From an optimization exercise on the open Yosys and OpenROAD flow, aimed at small area; shortcuts taken in it are not production practice.
Where RTL was checked, it was by simulation tests only, not by an equivalence proof against the original.
For run 1, only the layout was checked, not whether the RTL still works.
The clock port is modelled as an ideal driver; clocking choices that lean on that would not hold on a real chip.
Power figures rest on the tool's default switching activity, not on a simulated workload.

==> flow/run.sh <==
#!/bin/bash
# Layout flow: the standard ORFS flow with two changes that leave the design and the
# measurement alone:
#  - synthesis is the standard flow's own script (synth_recipe.tcl) with ABC's combinational mapping
#    done by an area-oriented script (flow/area.abc) instead of ORFS's speed script;
#    registers, their names and cell types come out as in the standard synthesis;
#  - the port buffers are the smallest buffer cell (sky130_fd_sc_hd__buf_1); every input
#    and output port still gets its own buffer.
# Full tool output: flow_standard.log (and ORFS's per-step logs under orfs/logs).
set -euo pipefail
W=$PWD
ABC_SCRIPT=$W/flow/area.abc
cat > $W/area_synth.tcl <<EOT
proc synth {args} { yosys synth -nofsm -noshare {*}\$args }
proc abc {args} {
  set i [lsearch -exact \$args -script]
  if { \$i >= 0 } { lset args [expr {\$i + 1}] $ABC_SCRIPT }
  yosys abc {*}\$args
}
source \$::env(SCRIPTS_DIR)/synth.tcl
# left out here: clear keep_hierarchy, flatten, clean up
yosys rename -hide {w:*\$func\$*}
write_verilog -noattr -nohex -nodec \$::env(RESULTS_DIR)/1_2_yosys.v
EOT
bash standard.sh SYNTH_SCRIPT=$W/area_synth.tcl \
  "BUFFER_PORTS_ARGS=-buffer_cell sky130_fd_sc_hd__buf_1" finish > flow_standard.log 2>&1
==> flow/area.abc <==
strash
&get -n
&fraig -x
&put
scorr
dc2
strash
&get -n
&dch -f
&nf -R 1000
&put
==> standard.sh <==
#!/bin/bash
# synth_recipe.tcl (not shown) runs the flow's synth.tcl, then flattens the netlist and writes it again
# the make line also repeats each setting of config.mk as NAME=value (left out here)
make -C /OpenROAD-flow-scripts/flow DESIGN_CONFIG=/design/flow/config.mk WORK_HOME=/design/flow/orfs CLKGATE_MAP_FILE= SYNTH_SCRIPT=/design/flow/synth_recipe.tcl "${@:-finish}"
==> config.mk <==
export PLATFORM = sky130hd
export DESIGN_NAME = timer_heap_scheduler_core
export DESIGN_NICKNAME = timer_heap_scheduler_core
export VERILOG_FILES = /design/flow/design.v
export SDC_FILE = /design/flow/constraint.sdc
export NUM_CORES = 4
export LEC_CHECK = 0
export CAP_MARGIN = 20
export CORE_MARGIN = 2
export CORE_UTILIZATION = 60
export CTS_CLUSTER_DIAMETER = 120
export CTS_CLUSTER_SIZE = 30
export SLEW_MARGIN = 20
==> constraint.sdc <==
create_clock -name core_clock -period 9.0 [get_ports {clk}]
set_input_delay 1.8000 -clock core_clock [delete_from_list [all_inputs] [get_ports {clk}]]
set_output_delay 1.8000 -clock core_clock [all_outputs]
set_load 0.01 [all_outputs]
==> design.v <==
package ths_pkg;
  localparam int DEPTH_DEF = 16;
  localparam int EW        = 24;   
  typedef enum logic [1:0] {
    KIND_ACCEPT = 2'd0,
    KIND_REJECT = 2'd1,
    KIND_FIRE   = 2'd2
  } kind_t;
endpackage
module ths_cmp
(
  input  logic [7:0] a,
  input  logic [7:0] b,
  output logic       lt
);
  assign lt = a < b;
endmodule
module ths_heap_ram
#(
  parameter int DEPTH = ths_pkg::DEPTH_DEF,
  parameter int W     = ths_pkg::EW
) (
  input  logic         clk,
  input  logic [W-1:0] wdata,
  output logic [W-1:0] head
);
  logic [DEPTH*W-1:0] ring_r;
  always_ff @(posedge clk) begin
    ring_r <= {wdata, ring_r[DEPTH*W-1:W]};
  end
  assign head = ring_r[W-1:0];
endmodule
module timer_heap_scheduler_core
#(
  parameter int DEPTH = ths_pkg::DEPTH_DEF
) (
  input  logic        clk,
  input  logic        rst_n,
  input  logic        start,
  output logic        busy,
  input  logic        in_operation,
  input  logic [15:0] in_delay,
  input  logic [7:0]  in_timer_id,
  output logic        out_valid,
  output logic [1:0]  out_kind,
  output logic [7:0]  out_fired_id,
  output logic [31:0] out_at_time,
  output logic        out_last
);
  localparam int PW = (DEPTH > 1) ? $clog2(DEPTH) : 1;
  logic          busy_r;      
  logic          op_r;        
  logic          dpass_r;     
  logic          f2_r;        
  logic          found_r;     
  logic          more_r;      
  logic          clr_r;       
  logic [PW-1:0] pcnt_r;      
  logic [7:0]    idr_r;       
  logic [15:0]   dreg_r;      
  logic [31:0]   t_r;         
  logic          ov_r;
  logic          dz;          
  logic [23:0]   head, wdata;
  logic [15:0]   hrel;
  logic [7:0]    hid;
  logic          hfree, hdue, id_lt;
  logic          take_req, ins, take, dec, pass_end;
  logic          found_nxt, more_nxt;
  logic [15:0]   wrel;
  logic [7:0]    wid;
  logic [31:0]   t_inc;
  logic [15:0]   hrel_dec;
  logic [PW-1:0] pcnt_inc;
  always_comb begin
    logic c;
    c = take_req && in_operation;
    for (int i = 0; i < 32; i++) begin
      t_inc[i] = t_r[i] ^ c;
      c        = c & t_r[i];
    end
    c = 1'b1;
    for (int i = 0; i < 16; i++) begin
      hrel_dec[i] = hrel[i] ^ c;
      c           = c & ~hrel[i];
    end
    c = 1'b1;
    for (int i = 0; i < PW; i++) begin
      pcnt_inc[i] = pcnt_r[i] ^ c;
      c           = c & pcnt_r[i];
    end
  end
  ths_heap_ram #(.DEPTH(DEPTH)) u_ram (
    .clk   (clk),
    .wdata (wdata),
    .head  (head)
  );
  ths_cmp u_cmp (
    .a  (hid),
    .b  (idr_r),
    .lt (id_lt)
  );
  assign hrel  = head[23:8];
  assign hid   = head[7:0];
  assign hfree = clr_r || (hrel == 16'd0);
  assign hdue  = !clr_r && (hrel == 16'd1);
  assign take_req = rst_n && start && !busy_r;
  assign ins      = busy_r && !op_r && !found_r && hfree;
  assign take     = busy_r && op_r && !dpass_r && hdue && (!found_r || id_lt);
  assign dec      = busy_r && op_r && dpass_r;
  assign pass_end = busy_r && !f2_r && (pcnt_r == PW'(DEPTH - 1));
  assign found_nxt = found_r || ins || take;
  assign more_nxt  = more_r || (busy_r && op_r && !dpass_r && hdue && found_r);
  always_comb begin
    wrel = hrel;
    if (clr_r || (take && !found_r)) begin
      wrel = 16'd0;
    end
    if (dec && hrel != 16'd0) begin
      wrel = hrel_dec;
    end
    if (ins) begin
      wrel = dreg_r;
    end
  end
  assign wid = (ins || take) ? idr_r : hid;
  assign wdata = {wrel, wid};
  always_ff @(posedge clk) begin
    if (!rst_n) begin
      busy_r <= 1'b0;
      clr_r  <= 1'b1;
      t_r    <= 32'd0;
      ov_r   <= 1'b0;
      f2_r   <= 1'b0;
    end else begin
      ov_r <= 1'b0;
      t_r  <= t_inc;
      if (take_req) begin
        busy_r <= 1'b1;
      end
      if (pass_end) begin
        clr_r <= 1'b0;
        if (!op_r) begin
          ov_r <= 1'b1;
          f2_r <= found_nxt && dz;
          if (!(found_nxt && dz)) begin
            busy_r <= 1'b0;
          end
        end else if (!dpass_r) begin
          ov_r <= found_nxt;
        end else begin
          busy_r <= 1'b0;
        end
      end
      if (f2_r) begin
        ov_r   <= 1'b1;
        busy_r <= 1'b0;
        f2_r   <= 1'b0;
      end
    end
  end
  always_ff @(posedge clk) begin
    pcnt_r  <= pcnt_inc;
    found_r <= found_nxt;
    more_r  <= more_nxt;
    if (take) begin
      idr_r <= hid;
    end
    if (pass_end && op_r) begin
      found_r <= 1'b0;
      more_r  <= 1'b0;
      if (!more_nxt) begin
        dpass_r <= 1'b1;
      end
    end
    if (take_req) begin
      op_r    <= in_operation;
      pcnt_r  <= '0;
      found_r <= 1'b0;
      more_r  <= 1'b0;
      dpass_r <= 1'b0;
      if (!in_operation) begin
        idr_r  <= in_timer_id;
        dreg_r <= in_delay;
      end
    end
  end
  assign busy         = busy_r;
  assign out_valid    = ov_r;
  assign dz = (dreg_r == 16'd0);
  assign out_kind     = (op_r || (found_r && dz && !f2_r)) ? 2'(ths_pkg::KIND_FIRE) :
                        found_r ? 2'(ths_pkg::KIND_ACCEPT) : 2'(ths_pkg::KIND_REJECT);
  assign out_fired_id = idr_r;
  assign out_at_time  = t_r;
  assign out_last     = op_r ? dpass_r : !f2_r;
endmodule
==> flow_metrics.py, run 1 <==
metrics = {
    "run_status": {
        "status": "no timing/DRC/antenna violations",
    },
    "floorplan": {
        "die_h_um": 139,
        "pin_count": 73,
        "die_area_um2": 19500,
        "die_w_um": 139,
        "initial_core_util_pct": 61.3,
        "core_um2": 18000,
        "rows": 49,
    },
    "final_layout": {
        "antennaDiodeCount": 0,
        "area_delta_synth_final_pct": 10.4,
        "fillCellCount": 1309,
        "final_common_cell": "dfxtp_1",
        "nets": 885,
        "final_cell_mix": "dfxtp_1, buf_1, ha_1",
        "drive_above_1_share_pct": 3.47,
    },
    "clock_tree": {
        "clk_pin_slew_ps": 100,
        "clock_sink_count": 452,
        "post_cts_buffers": 0,
        "numCtsBuffers": 19,
        "post_cts_resized": 0,
        "worstSkewPairLatency_ps": 520,
        "cts_hold_buf": 0,
        "cts_tree": "yes",
        "cts_buffer_depth": 3,
        "cts_root_buf": "clkbuf_16",
        "ctsHtreeMaxLevel": 1,
    },
    "critical_path": {
        "setup.worst_path.start_class": "input pin",
        "critPathKind": "input pin to register",
        "critPathCaptureType": "register",
        "worst-path-max-fanout": 8,
        "cp-startpoint": "rst_n",
        "required_ps": 9400,
        "critPathMaxStageDelay_ps": 200,
        "cp.arrival_ps": 8110,
        "rr_startpoint": "busy_r$_SDFF_PP0_",
        "cpMaxStageDelayCell": "and2_0",
        "crit_top_cell": "ha_1",
    },
    "drt": {
        "met3WireLength_um": 546,
        "drtIter0Drc": 176,
        "first_pass_iters": 4,
        "routed-wl-met2_um": 6720,
        "vias": 4921,
        "drc": 0,
        "wl_met1_um": 6830,
        "drt-total-wl_um": 14400,
        "vias_per_cell": 4.75,
        "post_drt_wl_per_cell_um": 13.9,
        "ant_nets": 0,
        "top_layer_used": "met4",
    },
    "pwr": {
        "leakage_nw": 5.00,
        "p_per_area_nw_per_um2": 270,
        "peakVddDrop_mv": 0.336,
    },
    "yosys": {
        "syn_nets": 787,
        "synthTopCellsByArea": "dfxtp_1, ha_1, edfxtp_1, and2_0, o21ai_0",
        "ys.flop_type": "dfxtp_1",
        "synth_top_area_share_pct": 79.1,
        "syn_avg_cell_area_um2": 15.6,
        "yosys_warnings": 2,
        "synth.distinct_cells": 30,
        "synth_edf_count": 17,
        "syn-cell-area_um2": 11000,
        "ys_async_sr_fraction_pct": 0,
        "synth_top_area_cell": "dfxtp_1",
        "ys_seq_area_share_pct": 83.7,
        "syn_inst": 704,
        "ys_ff_latch": 452,
    },
    "flow_run": {
        "drv_cap": 0,
    },
    "timing": {
        "tightest_slew_ps": 1020,
        "rsz0062_at_grt": "no",
        "finalHoldViolCount": 0,
        "min_period_ps": 7700,
        "skew_ps": 31.9,
        "setup_viol": 0,
        "setup_tns_ps": 0,
        "hold_ws_ps": 313,
        "slew_headroom_pct": 31.5,
        "max_freq_mhz": 130,
        "finalCritPeriodShare_pct": 85.6,
        "slew_viol_final": 0,
    },
    "placement": {
        "place.gp.congestion": 0.762,
        "portBuffers": 72,
        "hpwl_um": 9350,
    },
    "global_route": {
        "grt_overflow": 0,
        "antenna_found_initial": 0,
        "grt.total_usage_pct": 15.1,
        "grt_pass1_vias": 5008,
        "grt_max_degree": 37,
        "grt_pass1_wl_um": 24100,
    },
    "hold_path": {
        "min-delay-start": "u_ram.ring_r[289]$_DFF_P_",
        "worstHoldPathType": "register to register",
    },
}
-- path summary, 6_finish.rpt --
check,end,slack (ps),cells past startpoint
min,u_ram.ring_r[265]$_DFF_P_,310,0
max reg2reg,t_r[31]$_SDFF_PN0_,2200,35
max,t_r[31]$_SDFF_PN0_,1300,37
min reg2reg,u_ram.ring_r[265]$_DFF_P_,310,0
-- synth_stat cells, types with 3 or more instances --
master,number
a21oi_1,7
a221o_1,4
a22oi_1,10
and2_0,32
clkinv_1,26
dfxtp_1,435
edfxtp_1,17
ha_1,55
mux2_1,3
mux2i_1,7
nand2_1,21
nand3_1,4
nor2_1,16
nor2b_1,8
nor3_1,4
nor4_1,5
o21ai_0,33
-- worst max-delay path: cells and delay by family --
kind	cells	cell delay (ps)
adders and majority gates	31	5580
AOI/OAI and AO/OA	2	220
buffers and inverters	1	90
and+or+nand+nor	3	420
-- flip-flops by register name, indices dropped and copies added, names as in the netlist --
register / flops
found_r: 1
clr_r: 1
pcnt_r: 4
dreg_r: 16
dpass_r: 1
op_r: 1
u_ram.ring_r: 384
busy_r: 1
idr_r: 8
f2_r: 1
more_r: 1
t_r: 32
ov_r: 1
-- logic make-up after synthesis --
group                    count (synthesis)  share of synthesized area (%)
flip-flops                             452                           83.7
AND/OR/NAND/NOR                         96                           4.57
AO/OA/AOI/OAI                           63                           3.50
adder cells (fa/ha/maj)                 55                           6.25
buffers and inverters                   26                          0.886
multiplexers                            10                          0.943
XOR/XNOR                                 2                          0.159
-- metrics by stage --
stage                     cell area, um2  instances  util, %  setup WS, ps  power [mW]
after floorplan                    11000        704        -          1220        2.31
after CTS                          12200       1037     67.7          1270        3.32
after global routing               12200       1037     67.7           957        3.41
after detailed placement           11600       1010     64.7           721        2.37
final                              12200       1037     67.7          1300        3.28
after global placement             11600       1010     64.7           891        2.36
-- final cells by class --
| type | instances | area (um2) | area share, % |
|---|---|---|---|
| clock inverter | 2 | 38.8 | 0.319 |
| tap | 229 | 287 | 2.36 |
| clock buffer | 25 | 498 | 4.10 |
| multi-input combinational | 226 | 1710 | 14.1 |
| timing repair buffer | 77 | 308 | 2.53 |
| inverter | 26 | 97.6 | 0.803 |
| sequential | 452 | 9220 | 75.8 |
-- where the power goes --
part / switching (mW) / internal [mW] / total, mW
sequential: 0.0494 / 2.16 / 2.21
clock: 0.557 / 0.401 / 0.958
combinational: 0.0606 / 0.0465 / 0.107
total: 0.667 / 2.61 / 3.28
-- routing by layer --
| metal | track usage (%) | vias to the layer above |
|---|---|---|
| met2 | 25.7 | 80 |
| met1 | 20.2 | 2308 |
| met5 | 0 | - |
| met3 | 2.86 | 29 |
| met4 | 3.99 | 0 |
| li1 | - | 2504 |
==> run 2, diff against run 1 <==
--- a/design.v
+++ b/design.v
@@ -79,7 +79,7 @@
       t_inc[i] = t_r[i] ^ c;
       c        = c & t_r[i];
     end
-    c = 1'b1;
+    c = dec && (hrel != 16'd0);
     for (int i = 0; i < 16; i++) begin
       hrel_dec[i] = hrel[i] ^ c;
       c           = c & ~hrel[i];
@@ -112,12 +112,9 @@
   assign found_nxt = found_r || ins || take;
   assign more_nxt  = more_r || (busy_r && op_r && !dpass_r && hdue && found_r);
   always_comb begin
-    wrel = hrel;
+    wrel = hrel_dec;
     if (clr_r || (take && !found_r)) begin
       wrel = 16'd0;
-    end
-    if (dec && hrel != 16'd0) begin
-      wrel = hrel_dec;
     end
     if (ins) begin
       wrel = dreg_r;
==> flow_metrics.py, run 2 <==
metrics = {
    "global_route": {
        "grt_pass1_wl_um": 23200,
        "grt_max_degree": 37,
        "grt.total_usage_pct": 14.6,
        "grt_overflow": 0,
        "grt_pass1_vias": 4802,
        "grt_util_met1_pct": 21.0,
        "use_met3_pct": 2.51,
        "antenna_found_initial": 0,
        "use_met2_pct": 23.5,
        "gr-max-usage-layer": "met2",
    },
    "yosys": {
        "synth.most_common_cell": "dfxtp_1",
        "synth_top_area_share_pct": 79.4,
        "synth_top_family_by_area": "adder cells",
        "synth-compound-area-share_pct": 2.92,
        "syn-cell-area_um2": 11000,
        "yosys.area_share.simple_pct": 4.94,
        "ys_async_sr_fraction_pct": 0,
        "synthAdderAreaFrac_pct": 6.27,
        "synthTopCellsByArea": "dfxtp_1, ha_1, edfxtp_1, and2_0, nand2_1",
        "synth_top_cells_by_count": "dfxtp_1, ha_1, nand2_1, and2_0, clkinv_1",
        "ys_ff_latch": 452,
        "ys_seq_area_share_pct": 84.0,
        "syn_nets": 784,
        "synth_edf_count": 17,
        "yosys_warnings": 2,
        "synth.distinct_cells": 29,
        "synth_top_area_cell": "dfxtp_1",
        "ys.flop_type": "dfxtp_1",
        "syn_inst": 701,
        "synth_mux_area_share_pct": 0.832,
        "synth_xor_area_share_pct": 0.160,
        "syn_avg_cell_area_um2": 15.7,
    },
    "drt": {
        "drc": 0,
        "first_pass_iters": 4,
        "ant_nets": 0,
        "drt-total-wl_um": 13800,
        "drtIter0Drc": 185,
        "post_drt_wl_per_cell_um": 13.3,
        "vias_per_cell": 4.63,
        "vias": 4783,
    },
    "timing": {
        "setup_tns_ps": 0,
        "slew_viol_final": 0,
        "min_period_ps": 7610,
        "skew_ps": 24.0,
        "max_freq_mhz": 131,
        "slew_headroom_pct": 33.2,
        "finalHoldViolCount": 0,
        "finalCritPeriodShare_pct": 84.5,
        "setup_slack_ps": 1390,
        "tightest_slew_ps": 1000,
        "rsz0062_at_grt": "no",
        "setup_viol": 0,
    },
    "clock_tree": {
        "ctsHtreeMaxLevel": 1,
        "cts_root_buf": "clkbuf_16",
        "cts_tree": "yes",
        "clock_sink_count": 452,
        "worstSkewPairLatency_ps": 500,
        "clk_pin_slew_ps": 100,
        "cts_hold_buf": 0,
        "numCtsBuffers": 19,
        "post_cts_resized": 0,
        "post_cts_buffers": 0,
        "cts_buffer_depth": 3,
    },
    "final_layout": {
        "largest_reg_flops": 384,
        "area_delta_synth_final_pct": 10.4,
        "fillCellCount": 1306,
        "final_cell_mix": "dfxtp_1, buf_1, ha_1",
        "final_common_cell": "dfxtp_1",
        "fin_cells": 1033,
        "top_regs": "u_ram.ring_r (384), t_r (32), dreg_r (16)",
        "antennaDiodeCount": 0,
        "nets": 883,
        "top_register": "u_ram.ring_r",
        "drive_above_1_share_pct": 3.48,
    },
    "placement": {
        "place_ws_ps": 789,
        "portBuffers": 72,
        "place.gp.congestion": 0.780,
        "hpwl_um": 9140,
        "dpl.cell_count": 1008,
    },
    "critical_path": {
        "reg2reg_slack_ps": 2310,
        "critPathKind": "input pin to register",
        "critPathCaptureType": "register",
        "cp.arrival_ps": 8010,
        "cpMaxStageDelayCell": "ha_1",
        "setup.worst_path.start_class": "input pin",
        "worstSetupEndpoint": "t_r[30]$_SDFF_PN0_",
        "rr_startpoint": "busy_r$_SDFF_PP0_",
        "worst-path-max-fanout": 2,
        "r2r_cells": 34,
        "critPathMaxStageDelay_ps": 260,
        "r2r_end": "t_r[30]$_SDFF_PN0_",
        "required_ps": 9400,
        "cp-startpoint": "rst_n",
        "crit_top_cell": "ha_1",
    },
    "floorplan": {
        "core_um2": 18000,
        "rows": 49,
        "initial_core_util_pct": 61.1,
        "die_w_um": 139,
        "die_h_um": 139,
        "pin_count": 73,
        "die_area_um2": 19400,
    },
    "flow_run": {
        "drv_cap": 0,
    },
    "hold_path": {
        "worstHoldPathType": "register to register",
    },
    "pwr": {
        "power.share.clock_pct": 29.2,
        "switchingPower_mw": 0.648,
        "p_per_area_nw_per_um2": 268,
        "power.internal_mw": 2.59,
        "leakage_nw": 4.99,
        "p_seq_share_pct": 68.1,
        "peakVddDrop_mv": 0.241,
        "comb_power_share_pct": 2.7,
        "switching_share_pct": 20.0,
    },
    "run_status": {
        "status": "no timing/DRC/antenna violations",
    },
}
## run 2: cell types whose count changed after synthesis, sizes merged, moves of 2 or more
cell | before | now
a221o | 4 | 0
a22oi | 10 | 0
mux2 | 3 | 1
nand2 | 21 | 34
nor2 | 16 | 13
nor3 | 4 | 2
o21ai | 33 | 23
o31ai | 0 | 16
## run 2: layout make-up
type / instances / area, um2 / area share [%]
clock inverters: 2 / 38.8 / 0.320
clock buffers: 23 / 490 / 4.05
repair buffers: 78 / 315 / 2.60
multi-input cells: 224 / 1660 / 13.7
well taps: 229 / 287 / 2.37
inverters: 25 / 93.8 / 0.775
flip-flops and latches: 452 / 9220 / 76.1
## run 2: cells by family (layout without fill, tap and decap cells)
kind of cell	count (synthesis)	in the layout
AOI/OAI and AO/OA	52	52
xor gates and xnor gates	2	2
adders and majority gates	55	55
buffers and inverters	25	128
DFF	452	452
muxes	9	9
and+or+nand+nor	106	106
## run 2: worst max-delay path, delay by kind of cell
kind | cells | cell delay [ps]
buffers and inverters | 1 | 80
AND/OR/NAND/NOR | 4 | 460
adder cells (fa/ha/maj) | 31 | 5680
## run 2: worst min-delay path by stage
stage,startpoint,to,cells past startpoint
floorplan,u_ram.ring_r[24]$_DFF_P_,u_ram.ring_r[0]$_DFF_P_,0
global placement,u_ram.ring_r[48]$_DFF_P_,u_ram.ring_r[24]$_DFF_P_,0
detailed placement,u_ram.ring_r[167]$_DFF_P_,u_ram.ring_r[143]$_DFF_P_,0
CTS,u_ram.ring_r[170]$_DFF_P_,u_ram.ring_r[146]$_DFF_P_,0
global route,u_ram.ring_r[170]$_DFF_P_,u_ram.ring_r[146]$_DFF_P_,0
finish,u_ram.ring_r[170]$_DFF_P_,u_ram.ring_r[146]$_DFF_P_,0
## run 2: per-layer routing
layer  routed length [um]  vias to the layer above
met1                 6920                     2240
met4                  201                        0
li1                     -                     2475
met2                 6240                       54
met3                  419                       14
met5                    0                        -
## run 2: power by group through the flow
stage / clock network (mW) / logic (mW) / registers (mW)
after floorplan: 0 / 0.0523 / 2.24
after global placement: 0 / 0.0858 / 2.25
after detailed placement: 0 / 0.0900 / 2.25
after CTS: 0.980 / 0.0913 / 2.21
after global routing: 1.05 / 0.102 / 2.22
final: 0.946 / 0.0888 / 2.20
## run 2: metrics by stage
step                utilization [%]  cell area, um2  hold WS, ps  power, mW
floorplan                         -           11000          310       2.29
global placement               64.5           11600          310       2.33
detailed placement             64.5           11600          312       2.34
CTS                            67.4           12100          301       3.28
global route                   67.4           12100          301       3.37
finish                         67.4           12100          300       3.24
==> run 3, diff against run 2 <==
--- a/flow/run.sh
+++ b/flow/run.sh
@@ -4,6 +4,8 @@
 #  - synthesis is the standard flow's own script (synth_recipe.tcl) with ABC's combinational mapping
 #    done by an area-oriented script (flow/area.abc) instead of ORFS's speed script;
 #    registers, their names and cell types come out as in the standard synthesis;
+#    ORFS's half-adder extraction is skipped (ADDER_MAP_FILE empty) so that ABC maps the
+#    counters together with their enable and reset logic;
 #  - the port buffers are the smallest buffer cell (sky130_fd_sc_hd__buf_1); every input
 #    and output port still gets its own buffer.
 # Full tool output: flow_standard.log (and ORFS's per-step logs under orfs/logs).
@@ -22,5 +24,5 @@
 yosys rename -hide {w:*\$func\$*}
 write_verilog -noattr -nohex -nodec \$::env(RESULTS_DIR)/1_2_yosys.v
 EOT
-bash standard.sh SYNTH_SCRIPT=$W/area_synth.tcl \
+bash standard.sh SYNTH_SCRIPT=$W/area_synth.tcl ADDER_MAP_FILE= \
   "BUFFER_PORTS_ARGS=-buffer_cell sky130_fd_sc_hd__buf_1" finish > flow_standard.log 2>&1
==> flow/area.abc (replaced) <==
strash
&get -n
&fraig -x
&put
scorr
dc2
strash
&get -n
&dch -f
&nf -R 1000
&put
strash
&get -n
&dch -f
&nf -R 1000
&put
--- a/config.mk
+++ b/config.mk
@@ -9,5 +9,5 @@
 export CORE_MARGIN = 2
 export CORE_UTILIZATION = 60
 export CTS_CLUSTER_DIAMETER = 120
-export CTS_CLUSTER_SIZE = 30
+export CTS_CLUSTER_SIZE = 32
 export SLEW_MARGIN = 20
==> flow_metrics.py, run 3 <==
metrics = {
    "pwr": {
        "finalPower_mw": 3.27,
        "p_per_area_nw_per_um2": 278,
        "leakage_nw": 4.56,
        "peakVddDrop_mv": 0.265,
    },
    "yosys": {
        "syn-cell-area_um2": 10700,
        "syn_inst": 714,
        "ys.flop_type": "dfxtp_1",
        "syn_nets": 742,
        "synth_top_area_share_pct": 81.7,
        "ys_seq_area_share_pct": 86.5,
        "synth.distinct_cells": 34,
        "yosys_warnings": 2,
        "ys_ff_latch": 452,
        "synth_top_cells_by_count": "dfxtp_1, o21ai_0, nand2_1, a21oi_1, nor2_1",
        "synth_top_area_cell": "dfxtp_1",
        "ys_async_sr_fraction_pct": 0,
        "syn_avg_cell_area_um2": 14.9,
        "synth_edf_count": 17,
        "synthTopCellsByArea": "dfxtp_1, edfxtp_1, o21ai_0, a21oi_1, nand2_1",
        "synth.most_common_cell": "dfxtp_1",
    },
    "final_layout": {
        "antennaDiodeCount": 0,
        "final_cell_mix": "dfxtp_1, buf_1, o21ai_0",
        "final_area_um2": 11800,
        "area_delta_synth_final_pct": 10.4,
        "final_common_cell": "dfxtp_1",
        "fillCellCount": 1276,
        "top_register": "u_ram.ring_r",
        "largest_reg_flops": 384,
        "multi_input_area_um2": 1400,
        "register_area_um2": 9220,
        "drive_above_1_share_pct": 2.94,
        "top_regs": "u_ram.ring_r (384), t_r (32), dreg_r (16)",
        "fin_cells": 1040,
        "nets": 837,
    },
    "critical_path": {
        "cpMaxStageDelayCell": "nor2_1",
        "crit_top_cell": "and3_1",
        "worst-path-stages": 27,
        "cp-startpoint": "rst_n",
        "critPathCaptureType": "register",
        "r2r_cells": 24,
        "rr_startpoint": "busy_r$_SDFF_PP0_",
        "required_ps": 9450,
        "crit_family": "simple AND/OR/NAND/NOR gates",
        "cp.buffers_inverters": 2,
        "r2r_end": "t_r[31]$_SDFF_PN0_",
        "setup.worst_path.start_class": "input pin",
        "worst-path-max-fanout": 36,
        "reg2reg_slack_ps": 2900,
        "critPathMaxStageDelay_ps": 450,
        "critPathKind": "input pin to register",
        "worstSetupEndpoint": "t_r[31]$_SDFF_PN0_",
        "cp.arrival_ps": 7870,
    },
    "drt": {
        "ant_nets": 0,
        "vias": 5008,
        "post_drt_wl_per_cell_um": 14.3,
        "drc": 0,
        "vias_per_cell": 4.82,
        "first_pass_iters": 4,
        "drt-total-wl_um": 14900,
        "drtIter0Drc": 210,
    },
    "timing": {
        "setup_slack_ps": 1580,
        "slew_headroom_pct": 28.9,
        "finalHoldViolCount": 0,
        "tightest_slew_ps": 1060,
        "max_freq_mhz": 135,
        "setup_viol": 0,
        "min_period_ps": 7420,
        "setup_tns_ps": 0,
        "skew_ps": 40.2,
        "finalCritPeriodShare_pct": 82.4,
        "rsz0062_at_grt": "no",
        "slew_viol_final": 0,
    },
    "floorplan": {
        "core_um2": 17400,
        "pin_count": 73,
        "rows": 48,
        "initial_core_util_pct": 61.4,
        "die_area_um2": 18800,
        "die_h_um": 137,
        "die_w_um": 137,
    },
    "global_route": {
        "antenna_found_initial": 0,
        "grt_pass1_wl_um": 23600,
        "grt_pass1_vias": 4937,
        "grt_overflow": 0,
        "grt_max_degree": 37,
        "grt.total_usage_pct": 16.0,
    },
    "placement": {
        "dpl.cell_count": 1014,
        "hpwl_um": 9500,
        "portBuffers": 72,
        "place_area_um2": 11200,
        "place.gp.congestion": 0.804,
        "place_ws_ps": 1120,
    },
    "clock_tree": {
        "cts_buffer_depth": 3,
        "cts_root_buf": "clkbuf_16",
        "cts_tree": "yes",
        "cts_hold_buf": 0,
        "numCtsBuffers": 18,
        "post_cts_buffers": 0,
        "clk_pin_slew_ps": 110,
        "ctsHtreeMaxLevel": 1,
        "worstSkewPairLatency_ps": 520,
        "clock_sink_count": 452,
        "post_cts_resized": 0,
    },
    "run_status": {
        "status": "no timing/DRC/antenna violations",
    },
    "hold_path": {
        "worstHoldPathType": "register to register",
    },
    "flow_run": {
        "drv_cap": 0,
    },
}
[run 3: per-layer routing]
layer	up-vias	GRT usage (%)	part of all wire, %
met2	78	25.3	44
li1	2539	-	-
met1	2364	21.8	49
met4	0	5.84	3.0
met5	-	0	0
met3	27	3.61	4.3
[run 3: power by group]
part,internal (mW),total (mW),switching [mW]
logic,0.0340,0.0839,0.0498
registers,2.18,2.24,0.0581
clock network,0.399,0.948,0.550
total,2.62,3.27,0.657
[run 3: cell families (layout without fill, tap and decap cells)]
| logic type | after synthesis | count (layout) | synth area share [%] |
|---|---|---|---|
| compound gates | 106 | 106 | 5.40 |
| mux | 7 | 7 | 0.669 |
| buf+inv | 10 | 111 | 0.352 |
| flops | 452 | 452 | 86.5 |
| xor+xnor | 10 | 10 | 0.822 |
| fa+ha+maj | 4 | 4 | 0.376 |
| simple gates | 125 | 125 | 5.86 |
[run 3: cell type report]
cell class              count  share of cell area [%]
clock buffers              25                    4.23
multi-input cells         252                    11.9
inverters                  10                   0.319
well taps                 225                    2.39
flip-flops and latches    452                    78.4
repair buffers             75                    2.49
clock inverters             1                   0.255
[run 3: worst min-delay path by stage]
stage,from,end,slack (ps),depth (start not counted)
6_report,u_ram.ring_r[26]$_DFF_P_,u_ram.ring_r[2]$_DFF_P_,300,0
5_1_grt,u_ram.ring_r[26]$_DFF_P_,u_ram.ring_r[2]$_DFF_P_,310,0
4_1_cts,u_ram.ring_r[26]$_DFF_P_,u_ram.ring_r[2]$_DFF_P_,300,0
3_5_place_dp,u_ram.ring_r[142]$_DFF_P_,u_ram.ring_r[118]$_DFF_P_,310,0
3_3_place_gp,u_ram.ring_r[297]$_DFF_P_,u_ram.ring_r[273]$_DFF_P_,310,0
2_1_floorplan,u_ram.ring_r[24]$_DFF_P_,u_ram.ring_r[0]$_DFF_P_,310,0
[run 3: per-stage QoR]
stage / hold WS [ps] / utilization [%]
global placement: 310 / 64.7
finish: 303 / 67.8
floorplan: 310 / -
CTS: 303 / 67.8
global route: 306 / 67.8
detailed placement: 312 / 64.7
==> run 4, diff against run 3 <==
--- a/config.mk
+++ b/config.mk
@@ -9,5 +9,5 @@
 export CORE_MARGIN = 2
 export CORE_UTILIZATION = 60
 export CTS_CLUSTER_DIAMETER = 120
-export CTS_CLUSTER_SIZE = 32
+export CTS_CLUSTER_SIZE = 30
 export SLEW_MARGIN = 20
==> flow_metrics.py, run 4 <==
metrics = {
    "yosys": {
        "syn_avg_cell_area_um2": 14.9,
        "synth_top_cells_by_count": "dfxtp_1, o21ai_0, nand2_1, a21oi_1, nor2_1",
        "ys_seq_area_share_pct": 86.5,
        "yosys_warnings": 2,
        "synth.distinct_cells": 34,
        "synth.most_common_cell": "dfxtp_1",
        "ys.flop_type": "dfxtp_1",
        "ys_ff_latch": 452,
        "synthTopCellsByArea": "dfxtp_1, edfxtp_1, o21ai_0, a21oi_1, nand2_1",
        "synth_top_area_cell": "dfxtp_1",
        "syn-cell-area_um2": 10700,
        "syn_nets": 742,
        "syn_inst": 714,
        "synth_edf_count": 17,
        "ys_async_sr_fraction_pct": 0,
        "synth_top_area_share_pct": 81.7,
    },
    "timing": {
        "finalCritPeriodShare_pct": 82.4,
        "setup_viol": 0,
        "rsz0062_at_grt": "no",
        "tightest_slew_ps": 1060,
        "min_period_ps": 7410,
        "max_freq_mhz": 135,
        "skew_ps": 34.0,
        "setup_tns_ps": 0,
        "finalHoldViolCount": 0,
        "slew_headroom_pct": 28.9,
        "slew_viol_final": 0,
    },
    "pwr": {
        "peakVddDrop_mv": 0.202,
        "finalPower_mw": 3.28,
        "p_per_area_nw_per_um2": 279,
        "leakage_nw": 4.56,
    },
    "critical_path": {
        "critPathCaptureType": "register",
        "critPathKind": "input pin to register",
        "worst-path-max-fanout": 36,
        "required_ps": 9450,
        "setup.worst_path.start_class": "input pin",
        "cp.arrival_ps": 7860,
    },
    "clock_tree": {
        "worstSkewPairLatency_ps": 510,
        "ctsHtreeMaxLevel": 1,
        "cts_buffer_depth": 3,
        "cts_root_buf": "clkbuf_16",
        "clock_sink_count": 452,
        "cts_hold_buf": 0,
        "cts_tree": "yes",
        "post_cts_buffers": 0,
        "numCtsBuffers": 19,
        "clk_pin_slew_ps": 100,
        "post_cts_resized": 0,
    },
    "final_layout": {
        "final_common_cell": "dfxtp_1",
        "top_regs": "u_ram.ring_r (384), t_r (32), dreg_r (16)",
        "register_area_um2": 9220,
        "antennaDiodeCount": 0,
        "largest_reg_flops": 384,
        "top_register": "u_ram.ring_r",
        "final_cell_mix": "dfxtp_1, buf_1, o21ai_0",
        "fillCellCount": 1270,
        "nets": 838,
        "area_delta_synth_final_pct": 10.5,
        "drive_above_1_share_pct": 2.94,
        "multi_input_area_um2": 1400,
    },
    "floorplan": {
        "core_um2": 17400,
        "die_area_um2": 18800,
        "rows": 48,
        "die_h_um": 137,
        "die_w_um": 137,
        "initial_core_util_pct": 61.4,
        "pin_count": 73,
    },
    "global_route": {
        "grt_pass1_vias": 4898,
        "antenna_found_initial": 0,
        "grt_overflow": 0,
        "grt_pass1_wl_um": 23700,
        "grt.total_usage_pct": 16.1,
        "grt_max_degree": 37,
    },
    "drt": {
        "vias": 5046,
        "first_pass_iters": 4,
        "drtIter0Drc": 194,
        "drt-total-wl_um": 15000,
        "vias_per_cell": 4.84,
        "post_drt_wl_per_cell_um": 14.4,
        "drc": 0,
        "ant_nets": 0,
    },
    "flow_run": {
        "drv_cap": 0,
    },
    "placement": {
        "portBuffers": 72,
        "place.gp.congestion": 0.804,
        "hpwl_um": 9500,
    },
    "hold_path": {
        "worstHoldPathType": "register to register",
    },
    "run_status": {
        "status": "no timing/DRC/antenna violations",
    },
}
run 4: layer usage:
layer  vias up  global-route usage, %  wire (um)
met3        30                   3.57        647
met2        89                   25.0       6570
met1      2378                   22.0       7210
li1       2549                      -          -
met4         0                   6.36        545
met5         -                      0          0
run 4: kinds of logic after synthesis:
| kind of cell | after synthesis | share of synthesized area (%) |
|---|---|---|
| flops | 452 | 86.5 |
| simple gates | 125 | 5.86 |
| compound gates | 106 | 5.40 |
| xor+xnor | 10 | 0.822 |
| buf+inv | 10 | 0.352 |
| mux | 7 | 0.669 |
| fa+ha+maj | 4 | 0.376 |
run 4: area by class of cell:
class | instances | share of cell area (%)
inverter | 10 | 0.319
clock buffer | 27 | 4.29
multi-input combinational | 252 | 11.9
sequential | 452 | 78.3
clock inverter | 1 | 0.255
tap | 225 | 2.39
timing repair buffer | 75 | 2.49
run 4: path summary, 6_finish.rpt:
check	from	end	slack, ps	cells past startpoint
max	rst_n	t_r[31]$_SDFF_PN0_	1590	27
min reg2reg	u_ram.ring_r[243]$_DFF_P_	u_ram.ring_r[219]$_DFF_P_	310	0
max reg2reg	busy_r$_SDFF_PP0_	t_r[31]$_SDFF_PN0_	2900	24
min	u_ram.ring_r[243]$_DFF_P_	u_ram.ring_r[219]$_DFF_P_	310	0
run 4: report_power, final:
part,internal (mW),switching [mW]
Sequential,2.18,0.0583
Combinational,0.0340,0.0489
Clock,0.403,0.554
run 4: metrics by stage:
stage               hold slack [ps]  setup slack [ps]  util [%]  cell area (um2)  cells
finish                          313              1590      67.8            11800   1042
global route                    318               847      67.8            11800   1042
CTS                             316              1610      67.8            11800   1042
detailed placement              312              1120      64.7            11200   1014
global placement                310              1550      64.7            11200   1014
floorplan                       310              2360         -            10700    714
run 4: worst max-delay path, cell delays in order:
cell and delay [ps]:
buf_1 60, buf_4 270, nand2_1 120, nor2_1 450, and3_1 270, and2_0 230
and3_1 220, and2_0 240, and3_1 210, and2_0 240, and3_1 220, and2_0 230
and3_1 220, and2_0 240, and3_1 220, and2_0 240, and3_1 220, and2_0 240
and3_1 230, and2_0 240, and3_1 220, and2_0 250, and3_1 230, and2_0 250
and3_1 250, o21ai_0 100, a21oi_1 130
==> run 5, diff against run 4 <==
--- a/flow/run.sh
+++ b/flow/run.sh
@@ -8,6 +8,8 @@
 #    counters together with their enable and reset logic;
 #  - the port buffers are the smallest buffer cell (sky130_fd_sc_hd__buf_1); every input
 #    and output port still gets its own buffer.
+#  - clock tree synthesis adds no dummy loads (-dont_use_dummy_load); otherwise the same
+#    clock_tree_synthesis arguments ORFS builds from CTS_CLUSTER_SIZE/DIAMETER.
 # Full tool output: flow_standard.log (and ORFS's per-step logs under orfs/logs).
 set -euo pipefail
 W=$PWD
@@ -25,4 +27,6 @@
 write_verilog -noattr -nohex -nodec \$::env(RESULTS_DIR)/1_2_yosys.v
 EOT
 bash standard.sh SYNTH_SCRIPT=$W/area_synth.tcl ADDER_MAP_FILE= \
-  "BUFFER_PORTS_ARGS=-buffer_cell sky130_fd_sc_hd__buf_1" finish > flow_standard.log 2>&1
+  "BUFFER_PORTS_ARGS=-buffer_cell sky130_fd_sc_hd__buf_1" \
+  "CTS_ARGS=-sink_clustering_enable -repair_clock_nets -sink_clustering_size 30 -sink_clustering_max_diameter 120 -dont_use_dummy_load" \
+  finish > flow_standard.log 2>&1
==> flow_metrics.py, run 5 <==
metrics = {
    "run_status": {
        "status": "no timing/DRC/antenna violations",
    },
    "timing": {
        "tightest_slew_ps": 1040,
        "finalCritPeriodShare_pct": 82.3,
        "finalHoldViolCount": 0,
        "setup_slack_ps": 1590,
        "rsz0062_at_grt": "no",
        "slew_headroom_pct": 30.4,
        "min_period_ps": 7410,
        "setup_viol": 0,
        "max_freq_mhz": 135,
        "setup_tns_ps": 0,
        "slew_viol_final": 0,
        "skew_ps": 66.2,
    },
    "critical_path": {
        "critPathKind": "input pin to register",
        "worst-path-max-fanout": 36,
        "r2r_cells": 24,
        "critPathCaptureType": "register",
        "cp.arrival_ps": 7860,
        "required_ps": 9450,
        "setup.worst_path.start_class": "input pin",
    },
    "yosys": {
        "synth_top_cells_by_count": "dfxtp_1, o21ai_0, nand2_1, a21oi_1, nor2_1",
        "synthAdderAreaFrac_pct": 0.376,
        "ys_ff_latch": 452,
        "yosys.area_share.simple_pct": 5.86,
        "synthTopCellsByArea": "dfxtp_1, edfxtp_1, o21ai_0, a21oi_1, nand2_1",
        "syn_nets": 742,
        "synth-compound-area-share_pct": 5.40,
        "syn_avg_cell_area_um2": 14.9,
        "synth.distinct_cells": 34,
        "ys_seq_area_share_pct": 86.5,
        "synth_top_family_by_area": "simple AND/OR/NAND/NOR gates",
        "synth.most_common_cell": "dfxtp_1",
        "ys.flop_type": "dfxtp_1",
        "synth_mux_area_share_pct": 0.669,
        "ys_async_sr_fraction_pct": 0,
        "synth_top_area_cell": "dfxtp_1",
        "synth_edf_count": 17,
        "yosys_warnings": 2,
        "synth_top_area_share_pct": 81.7,
        "synth_xor_area_share_pct": 0.822,
        "syn_inst": 714,
        "syn-cell-area_um2": 10700,
    },
    "floorplan": {
        "die_area_um2": 18800,
        "core_um2": 17400,
        "die_h_um": 137,
        "die_w_um": 137,
        "rows": 48,
        "initial_core_util_pct": 61.4,
        "pin_count": 73,
    },
    "clock_tree": {
        "clk_pin_slew_ps": 100,
        "worstSkewPairLatency_ps": 510,
        "clock_sink_count": 452,
        "post_cts_buffers": 0,
        "numCtsBuffers": 19,
        "post_cts_resized": 0,
        "cts_hold_buf": 0,
        "cts_tree": "yes",
    },
    "final_layout": {
        "nets": 838,
        "drive_above_1_share_pct": 2.85,
        "top_regs": "u_ram.ring_r (384), t_r (32), dreg_r (16)",
        "final_cell_mix": "dfxtp_1, buf_1, o21ai_0",
        "area_delta_synth_final_pct": 9.90,
        "final_common_cell": "dfxtp_1",
        "antennaDiodeCount": 0,
        "top_register": "u_ram.ring_r",
        "largest_reg_flops": 384,
    },
    "hold_path": {
        "worstHoldPathType": "register to register",
        "holdPathStages": 0,
    },
    "global_route": {
        "grt.total_usage_pct": 16.0,
        "grt_overflow": 0,
        "grt_pass1_wl_um": 23700,
        "grt_pass1_vias": 4916,
        "antenna_found_initial": 0,
        "grt_max_degree": 37,
    },
    "drt": {
        "drc": 0,
        "vias": 5017,
        "vias_per_cell": 4.86,
        "drt-total-wl_um": 15000,
        "ant_nets": 0,
        "first_pass_iters": 4,
        "drtIter0Drc": 243,
        "post_drt_wl_per_cell_um": 14.5,
    },
    "pwr": {
        "leakage_nw": 4.54,
        "p_per_area_nw_per_um2": 277,
        "peakVddDrop_mv": 0.203,
    },
    "placement": {
        "portBuffers": 72,
        "place_ws_ps": 1120,
        "hpwl_um": 9500,
        "place.gp.congestion": 0.804,
    },
    "flow_run": {
        "drv_cap": 0,
    },
}
-- run 5: cell counts after synthesis --
Identical to the previous run, type by type.
-- run 5: kinds of logic after synthesis --
kind of cell,count (synthesis)
compound gates,106
buf+inv,10
flops,452
fa+ha+maj,4
simple gates,125
mux,7
xor+xnor,10
-- run 5: final timing paths --
kind	start	to	slack (ps)
worst max-delay path	rst_n	t_r[31]$_SDFF_PN0_	1590
worst min register to register	u_ram.ring_r[243]$_DFF_P_	u_ram.ring_r[219]$_DFF_P_	270
worst min-delay path	u_ram.ring_r[243]$_DFF_P_	u_ram.ring_r[219]$_DFF_P_	270
worst max register to register	busy_r$_SDFF_PP0_	t_r[31]$_SDFF_PN0_	2910
-- run 5: final cells by class --
| class | count | area, um2 |
|---|---|---|
| Timing Repair Buffer | 75 | 293 |
| Multi-Input combinational cell | 252 | 1400 |
| Tap cell | 225 | 282 |
| Sequential cell | 452 | 9220 |
| Fill cell | 1284 | 5650 |
| Inverter | 10 | 37.5 |
| Clock buffer | 19 | 475 |
-- run 5: per-stage QoR --
stage               instance area, um2  cells  hold slack, ps  power (mW)  util, %
finish                           11700   1033             266        3.24     67.5
global route                     11700   1033             267        3.37     67.5
CTS                              11700   1033             266        3.27     67.5
detailed placement               11200   1014             312        2.37     64.7
global placement                 11200   1014             310        2.37     64.7
floorplan                        10700    714             310        2.32        -
-- run 5: where the power goes --
part / switching (mW) / internal (mW)
sequential: 0.0583 / 2.18
combinational: 0.0488 / 0.0340
clock: 0.533 / 0.381
-- run 5: critical path, stage by stage --
cell and delay, ps:
buf_1 60, buf_4 270, nand2_1 120, nor2_1 450, and3_1 270, and2_0 240, and3_1 220, and2_0 240
and3_1 210, and2_0 240, and3_1 220, and2_0 230, and3_1 220, and2_0 240, and3_1 220, and2_0 240
and3_1 220, and2_0 240, and3_1 230, and2_0 240, and3_1 220, and2_0 250, and3_1 230, and2_0 250
and3_1 250, o21ai_0 100, a21oi_1 130
-- run 5: layer usage --
| metal | wire length, um | vias up | part of all wire (%) | track usage (%) |
|---|---|---|---|---|
| met5 | 0 | - | 0 | 0 |
| met1 | 7320 | 2370 | 49 | 21.9 |
| met4 | 495 | 0 | 3.3 | 6.24 |
| li1 | - | 2535 | - | - |
| met2 | 6560 | 87 | 44 | 25.1 |
| met3 | 627 | 25 | 4.2 | 3.64 |
==> run 6, diff against run 5 <==
--- a/flow/run.sh
+++ b/flow/run.sh
@@ -28,5 +28,5 @@
 EOT
 bash standard.sh SYNTH_SCRIPT=$W/area_synth.tcl ADDER_MAP_FILE= \
   "BUFFER_PORTS_ARGS=-buffer_cell sky130_fd_sc_hd__buf_1" \
-  "CTS_ARGS=-sink_clustering_enable -repair_clock_nets -sink_clustering_size 30 -sink_clustering_max_diameter 120 -dont_use_dummy_load" \
+  "CTS_ARGS=-sink_clustering_enable -repair_clock_nets -sink_clustering_size 32 -sink_clustering_max_diameter 120 -dont_use_dummy_load" \
   finish > flow_standard.log 2>&1
--- a/config.mk
+++ b/config.mk
@@ -9,5 +9,5 @@
 export CORE_MARGIN = 2
 export CORE_UTILIZATION = 60
 export CTS_CLUSTER_DIAMETER = 120
-export CTS_CLUSTER_SIZE = 30
+export CTS_CLUSTER_SIZE = 32
 export SLEW_MARGIN = 20
==> flow_metrics.py, run 6 <==
metrics = {
    "floorplan": {
        "core_um2": 17400,
        "die_area_um2": 18800,
        "pin_count": 73,
        "die_h_um": 137,
        "die_w_um": 137,
        "initial_core_util_pct": 61.4,
        "rows": 48,
    },
    "drt": {
        "vias": 4988,
        "first_pass_iters": 4,
        "ant_nets": 0,
        "drc": 0,
        "drt-total-wl_um": 14900,
        "post_drt_wl_per_cell_um": 14.4,
        "vias_per_cell": 4.83,
        "drtIter0Drc": 198,
    },
    "critical_path": {
        "critPathMaxStageDelay_ps": 440,
        "crit_family": "simple AND/OR/NAND/NOR gates",
        "setup.worst_path.start_class": "input pin",
        "cpMaxStageDelayCell": "nor2_1",
        "cp.buffers_inverters": 2,
        "worst-path-max-fanout": 36,
        "critPathCaptureType": "register",
        "r2r_end": "t_r[31]$_SDFF_PN0_",
        "critPathKind": "input pin to register",
        "required_ps": 9440,
        "r2r_cells": 24,
        "cp.arrival_ps": 7870,
        "rr_startpoint": "busy_r$_SDFF_PP0_",
        "reg2reg_slack_ps": 2900,
        "crit_top_cell": "and3_1",
    },
    "final_layout": {
        "final_common_cell": "dfxtp_1",
        "drive_above_1_share_pct": 2.73,
        "top_regs": "u_ram.ring_r (384), t_r (32), dreg_r (16)",
        "final_core_util_pct": 67.3,
        "final_cell_mix": "dfxtp_1, buf_1, o21ai_0",
        "area_delta_synth_final_pct": 9.66,
        "top_register": "u_ram.ring_r",
        "largest_reg_flops": 384,
        "antennaDiodeCount": 0,
        "nets": 837,
    },
    "placement": {
        "place.gp.congestion": 0.804,
        "hpwl_um": 9500,
        "portBuffers": 72,
    },
    "yosys": {
        "syn_inst": 714,
        "synth_top_area_share_pct": 81.7,
        "syn-cell-area_um2": 10700,
        "synth.distinct_cells": 34,
        "ys_async_sr_fraction_pct": 0,
        "synth-compound-area-share_pct": 5.40,
        "ys_seq_area_share_pct": 86.5,
        "synth_top_family_by_area": "simple AND/OR/NAND/NOR gates",
        "synth_top_cells_by_count": "dfxtp_1, o21ai_0, nand2_1, a21oi_1, nor2_1",
        "ys.flop_type": "dfxtp_1",
        "synth.most_common_cell": "dfxtp_1",
        "synth_xor_area_share_pct": 0.822,
        "synth_mux_area_share_pct": 0.669,
        "syn_nets": 742,
        "synthAdderAreaFrac_pct": 0.376,
        "ys_ff_latch": 452,
        "synth_top_area_cell": "dfxtp_1",
        "yosys_warnings": 2,
        "yosys.area_share.simple_pct": 5.86,
        "syn_avg_cell_area_um2": 14.9,
        "synthTopCellsByArea": "dfxtp_1, edfxtp_1, o21ai_0, a21oi_1, nand2_1",
        "synth_edf_count": 17,
    },
    "timing": {
        "max_freq_mhz": 135,
        "setup_tns_ps": 0,
        "tightest_slew_ps": 1070,
        "slew_viol_final": 0,
        "finalHoldViolCount": 0,
        "rsz0062_at_grt": "no",
        "finalCritPeriodShare_pct": 82.5,
        "skew_ps": 77.7,
        "slew_headroom_pct": 28.4,
        "min_period_ps": 7420,
        "setup_viol": 0,
    },
    "pwr": {
        "peakVddDrop_mv": 0.265,
        "finalPower_mw": 3.22,
        "leakage_nw": 4.53,
        "p_per_area_nw_per_um2": 275,
    },
    "hold_path": {
        "hold_end": "u_ram.ring_r[2]$_DFF_P_",
        "worstHoldPathType": "register to register",
        "holdPathStages": 0,
        "min-delay-start": "u_ram.ring_r[26]$_DFF_P_",
    },
    "clock_tree": {
        "numCtsBuffers": 18,
        "clock_sink_count": 452,
        "post_cts_resized": 0,
        "post_cts_buffers": 0,
        "worstSkewPairLatency_ps": 520,
        "cts_tree": "yes",
        "clk_pin_slew_ps": 110,
        "cts_hold_buf": 0,
    },
    "global_route": {
        "grt_pass1_vias": 4921,
        "grt.total_usage_pct": 16.0,
        "grt_max_degree": 37,
        "grt_overflow": 0,
        "grt_pass1_wl_um": 23600,
        "antenna_found_initial": 0,
    },
    "flow_run": {
        "drv_cap": 0,
    },
    "run_status": {
        "status": "no timing/DRC/antenna violations",
    },
}
## run 6: cell counts after synthesis
No cell type changed its count.
## run 6: power breakdown
group | switching, mW | internal, mW
clock network | 0.528 | 0.362
logic | 0.0494 | 0.0340
registers | 0.0580 | 2.18
## run 6: cell type report
class,count,area (um2)
Multi-Input combinational cell,252,1400
Fill cell,1287,5670
Sequential cell,452,9220
Clock buffer,18,450
Tap cell,225,282
Inverter,10,37.5
Timing Repair Buffer,75,293
## run 6: worst register-to-register path: cells and delay by family (launching register included)
kind | cells | cell delay, ps
compound gates | 2 | 230
flops | 1 | 410
simple gates | 22 | 5400
## run 6: cells by family after synthesis
logic type / after synthesis
XOR/XNOR: 10
flip-flops: 452
buffers and inverters: 10
AND/OR/NAND/NOR: 125
multiplexers: 7
AO/OA/AOI/OAI: 106
adder cells (fa/ha/maj): 4
## run 6: routing by layer
layer  track usage, %  routed length [um]  vias up
met5                0                   0        -
met4             5.96                 487        0
met3             3.72                 635       26
met2             25.0                6480       77
met1             21.8                7300     2355
li1                 -                   -     2530
## run 6: stage by stage
stage | hold slack (ps) | std cells | worst slack, ps | cell area [um2]
finish | 255 | 1032 | 1580 | 11700
global route | 257 | 1032 | 848 | 11700
CTS | 254 | 1032 | 1620 | 11700
detailed placement | 312 | 1014 | 1120 | 11200
global placement | 310 | 1014 | 1550 | 11200
floorplan | 310 | 714 | 2360 | 10700
## run 6: worst max path at each step
stage | start | to | slack, ps | cells after the start
global route | rst_n | t_r[31]$_SDFF_PN0_ | 850 | 27
global placement | rst_n | t_r[31]$_SDFF_PN0_ | 1550 | 27
detailed placement | rst_n | t_r[31]$_SDFF_PN0_ | 1120 | 27
floorplan | rst_n | t_r[31]$_SDFF_PN0_ | 2360 | 25
finish | rst_n | t_r[31]$_SDFF_PN0_ | 1580 | 27
CTS | rst_n | t_r[31]$_SDFF_PN0_ | 1620 | 27
==> run 7, diff against run 6 <==
--- a/flow/run.sh
+++ b/flow/run.sh
@@ -28,5 +28,5 @@
 EOT
 bash standard.sh SYNTH_SCRIPT=$W/area_synth.tcl ADDER_MAP_FILE= \
   "BUFFER_PORTS_ARGS=-buffer_cell sky130_fd_sc_hd__buf_1" \
-  "CTS_ARGS=-sink_clustering_enable -repair_clock_nets -sink_clustering_size 32 -sink_clustering_max_diameter 120 -dont_use_dummy_load" \
+  "CTS_ARGS=-sink_clustering_enable -repair_clock_nets -sink_clustering_size 36 -sink_clustering_max_diameter 80 -dont_use_dummy_load" \
   finish > flow_standard.log 2>&1
--- a/config.mk
+++ b/config.mk
@@ -7,7 +7,8 @@
 export LEC_CHECK = 0
 export CAP_MARGIN = 20
 export CORE_MARGIN = 2
-export CORE_UTILIZATION = 60
-export CTS_CLUSTER_DIAMETER = 120
-export CTS_CLUSTER_SIZE = 32
+export CORE_UTILIZATION = 65
+export CTS_CLUSTER_DIAMETER = 80
+export CTS_CLUSTER_SIZE = 36
+export PLACE_DENSITY = 0.8
 export SLEW_MARGIN = 20
==> flow_metrics.py, run 7 <==
metrics = {
    "global_route": {
        "grt_max_degree": 37,
        "grt.total_usage_pct": 18.2,
        "antenna_found_initial": 1,
        "grt_pass1_wl_um": 25500,
        "grt_pass1_vias": 5165,
        "grt_overflow": 0,
    },
    "yosys": {
        "synth_edf_count": 17,
        "synth_top_cells_by_count": "dfxtp_1, o21ai_0, nand2_1, a21oi_1, nor2_1",
        "synth_top_area_cell": "dfxtp_1",
        "ys_ff_latch": 452,
        "syn-cell-area_um2": 10700,
        "syn_inst": 714,
        "synth.most_common_cell": "dfxtp_1",
        "ys_seq_area_share_pct": 86.5,
        "synth_top_area_share_pct": 81.7,
        "ys.flop_type": "dfxtp_1",
        "syn_nets": 742,
        "ys_async_sr_fraction_pct": 0,
        "yosys_warnings": 2,
        "synth.distinct_cells": 34,
        "synthTopCellsByArea": "dfxtp_1, edfxtp_1, o21ai_0, a21oi_1, nand2_1",
        "syn_avg_cell_area_um2": 14.9,
    },
    "timing": {
        "max_freq_mhz": 132,
        "setup_viol": 0,
        "finalCritPeriodShare_pct": 84.3,
        "finalHoldViolCount": 0,
        "min_period_ps": 7590,
        "slew_viol_final": 0,
        "tightest_slew_ps": 831,
        "setup_slack_ps": 1410,
        "setup_tns_ps": 0,
        "skew_ps": 53.7,
        "slew_headroom_pct": 44.6,
        "hold_ws_ps": 291,
        "rsz0062_at_grt": "no",
    },
    "critical_path": {
        "setup.worst_path.start_class": "input pin",
        "reg2reg_slack_ps": 2760,
        "cp.arrival_ps": 8030,
        "required_ps": 9440,
        "worst-path-stages": 27,
        "cpMaxStageDelayCell": "nor2_1",
        "crit_top_cell": "and3_1",
        "cp-startpoint": "rst_n",
        "critPathCaptureType": "register",
        "worstSetupEndpoint": "t_r[31]$_SDFF_PN0_",
        "rr_startpoint": "busy_r$_SDFF_PP0_",
        "r2r_cells": 24,
        "cp.buffers_inverters": 2,
        "critPathKind": "input pin to register",
        "r2r_end": "t_r[31]$_SDFF_PN0_",
        "worst-path-max-fanout": 36,
        "crit_family": "simple AND/OR/NAND/NOR gates",
        "critPathMaxStageDelay_ps": 480,
    },
    "clock_tree": {
        "post_cts_buffers": 0,
        "cts_hold_buf": 0,
        "cts_tree": "yes",
        "post_cts_resized": 0,
        "worstSkewPairLatency_ps": 510,
        "clock_sink_count": 452,
        "numCtsBuffers": 16,
        "clk_pin_slew_ps": 120,
    },
    "floorplan": {
        "die_h_um": 132,
        "die_area_um2": 17400,
        "rows": 46,
        "initial_core_util_pct": 66.8,
        "core_um2": 15900,
        "die_w_um": 132,
        "pin_count": 73,
    },
    "final_layout": {
        "fillCellCount": 1015,
        "top_regs": "u_ram.ring_r (384), t_r (32), dreg_r (16)",
        "antennaDiodeCount": 0,
        "fin_cells": 1021,
        "final_area_um2": 11600,
        "area_delta_synth_final_pct": 9.09,
        "final_common_cell": "dfxtp_1",
        "final_core_util_pct": 72.9,
        "final_cell_mix": "dfxtp_1, buf_1, o21ai_0",
        "top_register": "u_ram.ring_r",
        "drive_above_1_share_pct": 2.48,
        "largest_reg_flops": 384,
        "nets": 835,
    },
    "run_status": {
        "status": "no timing/DRC/antenna violations",
    },
    "placement": {
        "hpwl_um": 10000,
        "place.gp.congestion": 0.817,
        "dpl.cell_count": 1005,
        "portBuffers": 72,
        "place_area_um2": 11200,
        "place_ws_ps": 1090,
    },
    "hold_path": {
        "min-delay-start": "u_ram.ring_r[291]$_DFF_P_",
        "worstHoldPathType": "register to register",
    },
    "pwr": {
        "p_per_area_nw_per_um2": 273,
        "peakVddDrop_mv": 0.236,
        "finalPower_mw": 3.17,
        "leakage_nw": 4.50,
    },
    "flow_run": {
        "drv_cap": 0,
    },
    "drt": {
        "drc": 0,
        "ant_nets": 0,
        "first_pass_iters": 5,
        "vias": 5140,
        "vias_per_cell": 5.03,
        "post_drt_wl_per_cell_um": 15.3,
        "drt-total-wl_um": 15600,
        "drtIter0Drc": 277,
    },
}
==> run 7: worst min-delay path by stage <==
stage                                           end  slack, ps  cells past startpoint
after floorplan             u_ram.ring_r[0]$_DFF_P_        310                      0
after global placement    u_ram.ring_r[246]$_DFF_P_        310                      0
after global routing      u_ram.ring_r[267]$_DFF_P_        300                      0
after detailed placement   u_ram.ring_r[37]$_DFF_P_        310                      0
after CTS                 u_ram.ring_r[267]$_DFF_P_        290                      0
final                     u_ram.ring_r[267]$_DFF_P_        290                      0
==> run 7: worst register-to-register path, stage by stage, from the launching register on <==
cell and delay [ps]:
dfxtp_1 420, nor2_1 520, and3_1 280, and2_0 240, and3_1 220, and2_0 260, and3_1 230, and2_0 250
and3_1 230, and2_0 230, and3_1 230, and2_0 240, and3_1 220, and2_0 250, and3_1 230, and2_0 260
and3_1 240, and2_0 240, and3_1 220, and2_0 250, and3_1 230, and2_0 260, and3_1 230, o21ai_0 80
a21oi_1 120
==> run 7: logic make-up after synthesis <==
group / share of synthesized area, %
compound gates: 5.40
xor+xnor: 0.822
fa+ha+maj: 0.376
buf+inv: 0.352
flops: 86.5
mux: 0.669
simple gates: 5.86
==> run 7: area by class of cell <==
class	instances	area, um2	area share (%)
Timing Repair Buffer	75	293	2.52
Inverter	10	37.5	0.323
Multi-Input combinational cell	252	1400	12.1
Tap cell	216	270	2.33
Sequential cell	452	9220	79.3
Clock buffer	16	400	3.44
==> run 7: power breakdown <==
group | internal [mW] | switching [mW] | total [mW]
logic | 0.0340 | 0.0499 | 0.0839
registers | 2.18 | 0.0632 | 2.25
clock network | 0.325 | 0.518 | 0.843
==> run 7: metal layers <==
layer	routed length (um)	vias to the layer above	share of wire (%)	GRT usage (%)
li1	-	2536	-	-
met1	7060	2438	45	24.3
met2	7280	132	47	30.1
met3	826	34	5.3	3.96
met4	435	0	2.8	5.86
met5	0	-	0	0
==> run 8, diff against run 7 <==
--- a/flow/run.sh
+++ b/flow/run.sh
@@ -28,5 +28,5 @@
 EOT
 bash standard.sh SYNTH_SCRIPT=$W/area_synth.tcl ADDER_MAP_FILE= \
   "BUFFER_PORTS_ARGS=-buffer_cell sky130_fd_sc_hd__buf_1" \
-  "CTS_ARGS=-sink_clustering_enable -repair_clock_nets -sink_clustering_size 36 -sink_clustering_max_diameter 80 -dont_use_dummy_load" \
+  "CTS_ARGS=-sink_clustering_enable -repair_clock_nets -sink_clustering_size 36 -sink_clustering_max_diameter 60 -dont_use_dummy_load" \
   finish > flow_standard.log 2>&1
--- a/config.mk
+++ b/config.mk
@@ -7,8 +7,8 @@
 export LEC_CHECK = 0
 export CAP_MARGIN = 20
 export CORE_MARGIN = 2
-export CORE_UTILIZATION = 65
-export CTS_CLUSTER_DIAMETER = 80
+export CORE_UTILIZATION = 70
+export CTS_CLUSTER_DIAMETER = 60
 export CTS_CLUSTER_SIZE = 36
-export PLACE_DENSITY = 0.8
+export PLACE_DENSITY = 0.85
 export SLEW_MARGIN = 20
==> flow_metrics.py, run 8 <==
metrics = {
    "run_status": {
        "status": "no timing/DRC/antenna violations",
    },
    "critical_path": {
        "cp.arrival_ps": 8260,
        "worst-path-max-fanout": 22,
        "critPathCaptureType": "register",
        "setup.worst_path.start_class": "input pin",
        "required_ps": 9440,
        "critPathKind": "input pin to register",
    },
    "yosys": {
        "syn_avg_cell_area_um2": 14.9,
        "synth_top_area_cell": "dfxtp_1",
        "synthTopCellsByArea": "dfxtp_1, edfxtp_1, o21ai_0, a21oi_1, nand2_1",
        "syn_inst": 714,
        "ys_async_sr_fraction_pct": 0,
        "syn_nets": 742,
        "synth.most_common_cell": "dfxtp_1",
        "yosys_warnings": 2,
        "syn-cell-area_um2": 10700,
        "ys.flop_type": "dfxtp_1",
        "synth_top_cells_by_count": "dfxtp_1, o21ai_0, nand2_1, a21oi_1, nor2_1",
        "synth_edf_count": 17,
        "ys_seq_area_share_pct": 86.5,
        "ys_ff_latch": 452,
        "synth_top_area_share_pct": 81.7,
        "synth.distinct_cells": 34,
    },
    "clock_tree": {
        "numCtsBuffers": 17,
        "cts_hold_buf": 0,
        "post_cts_buffers": 0,
        "cts_tree": "yes",
        "post_cts_resized": 0,
        "clk_pin_slew_ps": 110,
        "worstSkewPairLatency_ps": 510,
        "clock_sink_count": 452,
    },
    "global_route": {
        "grt_overflow": 0,
        "grt.total_usage_pct": 21.6,
        "grt_max_degree": 37,
        "grt_pass1_wl_um": 27300,
        "antenna_found_initial": 0,
        "grt_pass1_vias": 5294,
    },
    "final_layout": {
        "largest_reg_flops": 384,
        "fin_cells": 994,
        "antennaDiodeCount": 0,
        "final_cell_mix": "dfxtp_1, buf_1, o21ai_0",
        "drive_above_1_share_pct": 2.61,
        "nets": 836,
        "top_regs": "u_ram.ring_r (384), t_r (32), dreg_r (16)",
        "final_common_cell": "dfxtp_1",
        "final_area_um2": 11600,
        "area_delta_synth_final_pct": 8.99,
        "top_register": "u_ram.ring_r",
    },
    "timing": {
        "slew_headroom_pct": 29.6,
        "slew_viol_final": 0,
        "finalCritPeriodShare_pct": 86.8,
        "setup_tns_ps": 0,
        "hold_ws_ps": 306,
        "finalHoldViolCount": 0,
        "setup_viol": 0,
        "skew_ps": 34.0,
        "rsz0062_at_grt": "no",
        "tightest_slew_ps": 1050,
        "max_freq_mhz": 128,
        "min_period_ps": 7820,
    },
    "floorplan": {
        "die_w_um": 127,
        "rows": 45,
        "core_um2": 15000,
        "pin_count": 73,
        "die_h_um": 127,
        "die_area_um2": 16200,
        "initial_core_util_pct": 70.9,
    },
    "pwr": {
        "finalPower_mw": 3.21,
        "p_seq_share_pct": 70.1,
        "leakage_nw": 4.51,
        "switching_share_pct": 20.3,
        "peakVddDrop_mv": 0.246,
        "p_per_area_nw_per_um2": 277,
        "switchingPower_mw": 0.651,
        "comb_power_share_pct": 2.7,
        "power.internal_mw": 2.56,
        "power.share.clock_pct": 27.2,
    },
    "flow_run": {
        "drv_cap": 0,
    },
    "placement": {
        "portBuffers": 72,
        "place_area_um2": 11200,
        "dpl.cell_count": 977,
        "hpwl_um": 10500,
        "place.gp.congestion": 0.806,
    },
    "drt": {
        "drtIter0Drc": 363,
        "ant_nets": 0,
        "post_drt_wl_per_cell_um": 17.4,
        "drt-total-wl_um": 17300,
        "vias_per_cell": 5.23,
        "vias": 5202,
        "first_pass_iters": 4,
        "drc": 0,
    },
    "hold_path": {
        "worstHoldPathType": "register to register",
    },
}
==> run 8: cell counts after synthesis <==
No cell type changed its count.
==> run 8: power by group through the flow <==
stage / sequential (mW) / combinational, mW / clock [mW]
after floorplan: 2.27 / 0.0484 / 0
after global placement: 2.28 / 0.0783 / 0
after detailed placement: 2.29 / 0.0843 / 0
after CTS: 2.25 / 0.0876 / 0.890
after global routing: 2.27 / 0.0973 / 0.953
final: 2.25 / 0.0877 / 0.874
==> run 8: path summary, 6_finish.rpt <==
kind / startpoint / to / slack, ps / depth (start not counted)
max reg2reg: busy_r$_SDFF_PP0_ / t_r[31]$_SDFF_PN0_ / 2840 / 24
min: u_ram.ring_r[91]$_DFF_P_ / u_ram.ring_r[67]$_DFF_P_ / 310 / 0
max: rst_n / t_r[31]$_SDFF_PN0_ / 1180 / 26
min reg2reg: u_ram.ring_r[91]$_DFF_P_ / u_ram.ring_r[67]$_DFF_P_ / 310 / 0
==> run 8: worst max-delay path, cell delays in order <==
cell	delay [ps]
buf_1	580
nand2_1	210
nor2_1	500
and3_1	280
and2_0	240
and3_1	210
and2_0	230
and3_1	220
and2_0	240
and3_1	220
and2_0	240
and3_1	220
and2_0	230
and3_1	220
and2_0	240
and3_1	220
and2_0	230
and3_1	220
and2_0	230
and3_1	220
and2_0	250
and3_1	230
and2_0	310
and3_1	260
o21ai_0	90
a21oi_1	110
==> run 8: metal layers <==
layer / wire [um] / global-route usage (%) / up-vias / part of all wire, %
met5: 0 / 0 / - / 0
met4: 532 / 6.72 / 0 / 3.1
met3: 669 / 3.39 / 45 / 3.9
met2: 8470 / 37.2 / 122 / 49
met1: 7630 / 28.7 / 2503 / 44
li1: - / - / 2532 / -
==> run 8: cells by family after synthesis <==
family	synth area share, %
DFF	86.5
and+or+nand+nor	5.86
muxes	0.669
xor gates and xnor gates	0.822
adders and majority gates	0.376
buffers and inverters	0.352
AOI/OAI and AO/OA	5.40
==> run 8: cell type report <==
cell class | count | area [um2]
Sequential cell | 452 | 9220
Fill cell | 842 | 3420
Multi-Input combinational cell | 252 | 1400
Clock buffer | 17 | 425
Timing Repair Buffer | 75 | 293
Tap cell | 188 | 235
Inverter | 10 | 37.5
==> run 8: stage by stage <==
step / worst slack (ps) / utilization, %
floorplan: 2360 / -
global placement: 1430 / 74.4
detailed placement: 754 / 74.4
CTS: 1230 / 77.3
global route: 438 / 77.3
finish: 1180 / 77.3

==> re-timing with driven ports <==
How much do the figures lean on ideal ports? The routed layouts below were timed once more, with nothing changed but the port constraints. Step 1 assumes that a clkbuf_16 drives the clock port and a buf_2 every other input. Step 2 also shifts input and output timing later by t, the mid clock arrival at the registers, as if the neighbouring blocks saw the same clock. Three values: ideal, step 1, step 2; two values: the first two.
| run | t (ns) | setup WS [ns] | clock arrival spread, ns |
|---|---|---|---|
| run 1 | 0.542 | 1.298 / 1.314 / 0.771 | 0.033 / 0.033 |
| run 2 | 0.538 | 1.393 / 1.408 / 0.870 | 0.039 / 0.039 |
| run 3 | 0.545 | 1.581 / 1.604 / 1.058 | 0.041 / 0.041 |
| run 4 | 0.541 | 1.588 / 1.611 / 1.070 | 0.034 / 0.034 |
| run 5 | 0.524 | 1.590 / 1.613 / 1.089 | 0.067 / 0.067 |
| run 6 | 0.525 | 1.576 / 1.599 / 1.074 | 0.080 / 0.080 |
| run 7 | 0.528 | 1.412 / 1.430 / 0.902 | 0.053 / 0.054 |
| run 8 | 0.539 | 1.184 / 1.198 / 0.659 | 0.036 / 0.036 |
After both steps every run listed still meets setup and hold. The setup slack of run 1, which loses most, moves by +0.016 ns with the drivers and by -0.527 ns with both steps.
